From an optimization exercise on the open Yosys and OpenROAD flow, aimed at small area; shortcuts taken in it are not production practice.
Where RTL was checked, it was by simulation tests only, not by an equivalence proof against the original.
Power is estimated from default activity; no workload was simulated.

== run B ==
==> flow/design.v <==
`timescale 1ns/1ps
`default_nettype none
module fft_seq (
   input  logic clk,
   input  logic rst_n,
   input  logic in_nd,
   output logic ld,
   output logic park,
   output logic cap,
   output logic mac,
   output logic first,
   output logic use_a,
   output logic use_b,
   output logic neg_a,
   output logic shift,
   output logic w1,
   output logic w2,
   output logic out_nd,
   output logic overflow
);
   localparam logic [1:0] S_IDLE = 2'd0;
   localparam logic [1:0] S_LOAD = 2'd1;
   localparam logic [1:0] S_RUN  = 2'd2;    
   localparam logic [1:0] S_BUSY = 2'd3;    
   logic [1:0]  state;
   logic [3:0]  c;            
   logic [3:0]  ph, u;
   logic [3:0]  lo;           
   logic [3:0]  pm;           
   logic        busy, outp, hit, last, start;
   logic [3:0]  hs, hr, hn;
   logic [2:0]  k;
   assign busy = (state == S_BUSY);
   assign ph   = c;
   assign u    = c;
   assign outp = (pm == 4'd0);
   assign hs   = lo | pm;
   assign hit  = (ph == hs);
   assign last = &hs;
   assign hr   = {hs[0], hs[1], hs[2], hs[3]} + 4'd1;
   assign hn   = {hr[0], hr[1], hr[2], hr[3]} & ~pm;
   assign k[2] = (pm[2] & lo[3]) | (pm[1] & lo[2]) | (pm[0] & lo[1]);
   assign k[1] = (pm[1] & lo[3]) | (pm[0] & lo[2]);
   assign k[0] = pm[0] & lo[3];
   localparam logic [1:0] CLS_T = 2'd0;    
   localparam logic [1:0] CLS_1 = 2'd1;    
   localparam logic [1:0] CLS_2 = 2'd2;    
   logic [1:0] cls;
   logic       swap;
   logic [3:0] step;
   assign cls  = k[0] ? CLS_1 : (k[1] ? CLS_2 : CLS_T);
   assign swap = k[0] ? (k[1] ^ k[2]) : (~k[1] & k[2]);
   always_comb
   begin
      case ({cls, u})
         {CLS_T, 4'd1}: step = 4'b1100;
         {CLS_1, 4'd1}: step = 4'b1101;
         {CLS_1, 4'd2}: step = 4'b1001;
         {CLS_1, 4'd3}: step = 4'b1011;
         {CLS_1, 4'd4}: step = 4'b1101;
         {CLS_1, 4'd5}: step = 4'b1101;
         {CLS_1, 4'd6}: step = 4'b1001;
         {CLS_1, 4'd7}: step = 4'b1100;
         {CLS_1, 4'd8}: step = 4'b1011;
         {CLS_1, 4'd9}: step = 4'b1100;
         {CLS_1, 4'd10}: step = 4'b1011;
         {CLS_1, 4'd11}: step = 4'b1101;
         {CLS_2, 4'd1}: step = 4'b1100;
         {CLS_2, 4'd2}: step = 4'b1011;
         {CLS_2, 4'd3}: step = 4'b1001;
         {CLS_2, 4'd4}: step = 4'b1100;
         {CLS_2, 4'd5}: step = 4'b1011;
         {CLS_2, 4'd6}: step = 4'b1001;
         {CLS_2, 4'd7}: step = 4'b1100;
         {CLS_2, 4'd8}: step = 4'b1011;
         {CLS_2, 4'd9}: step = 4'b1100;
         {CLS_2, 4'd10}: step = 4'b1011;
         {CLS_2, 4'd11}: step = 4'b1001;
         {CLS_2, 4'd12}: step = 4'b1100;
         {CLS_2, 4'd13}: step = 4'b1011;
         default: step = 4'b0000;
      endcase
   end
   assign w1    = busy && (u == -pm);
   assign mac   = busy & step[3];
   assign use_a = swap ? step[1] : step[2];
   assign use_b = swap ? step[2] : step[1];
   assign shift = step[0];
   assign first = (u == 4'd1);
   assign neg_a = k[2] & (k[1] | k[0]);
   logic ready;
   assign ready  = (state == S_IDLE) || ((state == S_RUN) && outp && hit && last);
   assign ld     = in_nd && (ready || (state == S_LOAD));
   assign start  = (state == S_RUN) && !outp && hit;
   assign w2     = busy && (u == 4'd0);
   assign park   = busy && (u != 4'd0);
   assign cap    = !park || w1;
   assign out_nd = (state == S_RUN) && outp && hit;
   always_ff @(posedge clk)
   begin
      if (ready && in_nd)
         c <= 4'd2;
      else if (start)
         c <= 4'd1;
      else if (w2)
         c <= hs + 4'd2;
      else
         c <= c + 4'd1;
      if (state == S_LOAD)
      begin
         lo <= 4'd0;
         pm <= 4'd8;
      end
      else
      begin
         if (w2 || out_nd)
            lo <= hn;
         if (w2 && last)
            pm <= pm >> 1;
      end
   end
   always_ff @(posedge clk or negedge rst_n)
   begin
      if (!rst_n)
      begin
         state    <= S_IDLE;
         overflow <= 1'b0;
      end
      else
      begin
         if (in_nd && !(ready || (state == S_LOAD)))
            overflow <= 1'b1;
         case (state)
            S_IDLE:
               if (in_nd)
                  state <= S_LOAD;
            S_LOAD:
               if (ph == 4'd0)
                  state <= S_RUN;
            S_RUN:
               if (start)
                  state <= S_BUSY;
               else if (outp && hit && last)
                  state <= in_nd ? S_LOAD : S_IDLE;
            default:
               if (w2)
                  state <= S_RUN;
         endcase
      end
   end
endmodule
`default_nettype wire
`timescale 1ns/1ps
`default_nettype none
module fft_bf_unit (
   input  logic        clk,
   input  logic        cap,      
   input  logic        mac,      
   input  logic        first,    
   input  logic        use_a,    
   input  logic        use_b,    
   input  logic        neg_a,    
   input  logic        shift,    
   input  logic        w1,
   input  logic        w2,
   input  logic        pass,
   input  logic [23:0] r0,
   output logic [23:0] wr_data,
   output logic [23:0] bq
);
   logic [13:0] p_re, p_im;
   logic        f_re, f_im;
   logic [13:0] y_re, y_im, x_re, x_im, s_re, s_im;
   logic        neg_re, neg_im, g_re, g_im, zx, cin;
   logic [13:0] b_re, b_im, a_re, a_im;
   assign b_re = {{2{bq[11]}}, bq[11:0]};
   assign b_im = {{2{bq[23]}}, bq[23:12]};
   assign a_re = {{2{r0[11]}}, r0[11:0]};
   assign a_im = {{2{r0[23]}}, r0[23:12]};
   logic sel_a, sel_b, sel_r, sel_2;
   assign sel_a = mac & use_a;
   assign sel_b = mac & use_b;
   assign sel_r = w1;
   assign sel_2 = w2 | pass;
   assign y_re = ({14{sel_a}} & b_re) | ({14{sel_b}} & b_im) | ({14{sel_r}} & a_re)
               | ({14{sel_2}} & {b_re[12:0], 1'b0});
   assign y_im = ({14{sel_a}} & b_im) | ({14{sel_b}} & b_re) | ({14{sel_r}} & a_im)
               | ({14{sel_2}} & {b_im[12:0], 1'b0});
   assign neg_re = (sel_a & neg_a) | w2;
   assign neg_im = (sel_a & neg_a) | sel_b | w2;
   assign zx   = (mac & first) | (pass & ~w2);
   assign cin  = w2;
   assign g_re = (f_re & ~zx) ^ neg_re;
   assign g_im = (f_im & ~zx) ^ neg_im;
   assign x_re = (p_re & {14{~zx}}) ^ {14{g_re}};
   assign x_im = (p_im & {14{~zx}}) ^ {14{g_im}};
   logic [14:0] c_re, c_im;
   assign c_re[0] = cin;
   assign c_im[0] = cin;
   for (genvar i = 0; i < 14; i++)
   begin : g_add
      assign s_re[i]   = x_re[i] ^ y_re[i] ^ c_re[i];
      assign c_re[i+1] = (x_re[i] & y_re[i]) | (c_re[i] & (x_re[i] ^ y_re[i]));
      assign s_im[i]   = x_im[i] ^ y_im[i] ^ c_im[i];
      assign c_im[i+1] = (x_im[i] & y_im[i]) | (c_im[i] & (x_im[i] ^ y_im[i]));
   end
   always_ff @(posedge clk)
   begin
      p_re <= (mac && shift) ? {s_re[13], s_re[13:1]} : s_re;
      p_im <= (mac && shift) ? {s_im[13], s_im[13:1]} : s_im;
      f_re <= mac & neg_re;
      f_im <= mac & neg_im;
      if (cap)
         bq <= r0;
   end
   assign wr_data = {s_im[12:1], s_re[12:1]};
endmodule
`default_nettype wire
`timescale 1ns/1ps
`default_nettype none
module fft_ring (
   input  logic        clk,
   input  logic        ld,
   input  logic        keep,
   input  logic [23:0] in_x,
   input  logic [23:0] wr_data,
   output logic [23:0] r0
);
   logic [23:0] r [15];
   always_ff @(posedge clk)
   begin
      for (int i = 0; i < 14; i++)
         r[i] <= r[i+1];
      if (ld)
         r[14] <= in_x;
      else if (keep)
         r[14] <= r[0];
      else
         r[14] <= wr_data;
   end
   assign r0 = r[0];
endmodule
`default_nettype wire
`timescale 1ns/1ps
`default_nettype none
module fft_dit_top (
   input  logic        clk,
   input  logic        rst_n,
   input  logic [23:0] in_x,
   input  logic        in_nd,
   output logic [23:0] out_x,
   output logic        out_nd,
   output logic        overflow
);
   logic        ld, park, cap, mac, first, use_a, use_b, neg_a, shift, w1, w2;
   logic [23:0] r0, wr_data, bq;
   fft_seq u_seq (
      .clk, .rst_n, .in_nd, .ld, .park, .cap, .mac, .first, .use_a, .use_b, .neg_a,
      .shift, .w1, .w2, .out_nd, .overflow
   );
   fft_bf_unit u_bf (
      .clk, .cap, .mac, .first, .use_a, .use_b, .neg_a, .shift, .w1, .w2,
      .pass (!park), .r0, .wr_data, .bq
   );
   fft_ring u_ring (
      .clk, .ld, .keep (park & !w1), .in_x, .wr_data, .r0
   );
   assign out_x = r0;
endmodule
`default_nettype wire
clock: 10.0 ns
lec_check: 0
cap_margin: 20
core_margin: 2
core_utilization: 40
slew_margin: 20
standard.sh (not shown) runs the stock make flow with config.mk's settings and CLKGATE_MAP_FILE= SYNTH_SCRIPT=/design/flow/synth_recipe.tcl, a recipe that flattens the netlist after the stock synthesis.
==> flow/flow/run.sh <==
#!/bin/bash
# Standard layout with a lighter clock tree and smaller port buffers:
# no dummy clock loads, mid-size clock buffers and bigger sink clusters.
set -euo pipefail
export CTS_ARGS="-sink_clustering_enable -repair_clock_nets -dont_use_dummy_load -buf_list {sky130_fd_sc_hd__clkbuf_4 sky130_fd_sc_hd__clkbuf_8} -sink_clustering_size 18 -sink_clustering_max_diameter 70"
export BUFFER_PORTS_ARGS="-buffer_cell sky130_fd_sc_hd__buf_1"
bash standard.sh > standard.log 2>&1
### run B -> run A
--- a/flow/design.v
+++ b/flow/design.v
@@ -81,7 +81,7 @@
          default: step = 4'b0000;
       endcase
    end
-   assign w1    = busy && (u == -pm);
+   assign w1    = busy && (u == {1'b1, |pm[2:0], |pm[1:0], pm[0]});
    assign mac   = busy & step[3];
    assign use_a = swap ? step[1] : step[2];
    assign use_b = swap ? step[2] : step[1];
@@ -103,7 +103,7 @@
       else if (start)
          c <= 4'd1;
       else if (w2)
-         c <= hs + 4'd2;
+         c <= {hs[3:1] + 3'd1, hs[0]};
       else
          c <= c + 4'd1;
       if (state == S_LOAD)
Findings:
In the floorplan summary, run A is listed with a die area greater than that of run B. Launching element of the worst setup path = u_seq.pm[0]: run A; launching element of the worst setup path = u_seq.c[0]: run B. Register clock-pin slew on the reported worst setup and hold paths of run B is on par with run A. Run A ended up with sky130_fd_sc_hd__a222oi_1 as its library cell contributing the largest single delay on the critical path; run B ended up with sky130_fd_sc_hd__a21oi_2. Total power of run A is lower than that of run B. Compared with run B, in run A global-route usage roughly the same, final instance count without filler cells higher, number of cells on the worst reg-to-reg path higher, post-synthesis xor/xnor area fraction roughly the same, met3 track demand over resource higher. Taking run B as the reference, in run A die outline height held steady; gate count of the mapped netlist grew by 0.33%. Taking run B as the reference, in run A routed wire length up about 0.43%, final design instance area without fill higher, number of buffer and inverter stages on the critical path increased by 2 relative to the old numbers.
Function not checked in run A: the RTL went through the layout flow alone.

==> static timing again, ports no longer ideal <==
How much do the figures lean on ideal ports? The routed layouts below were timed once more, with nothing changed but the port constraints.
Step 1 assumes that a clkbuf_16 drives the clock port and a buf_2 every other input.
Step 2 moves the port delays by t, midway between the first and last clock arrival at a register: inputs arrive t later, outputs are due t later. That takes back most of the time a late clock gives input paths.
Slacks: no drivers / after step 1 / after step 2; pairs: no drivers / after step 1.
run	t, ns	setup slack, ns	worst setup path after step 2
run B	0.613	1.266 / 1.266 / 1.266	register to register
run A	0.609	1.278 / 1.278 / 1.278	register to register
After both steps setup and hold are still met in every run listed.
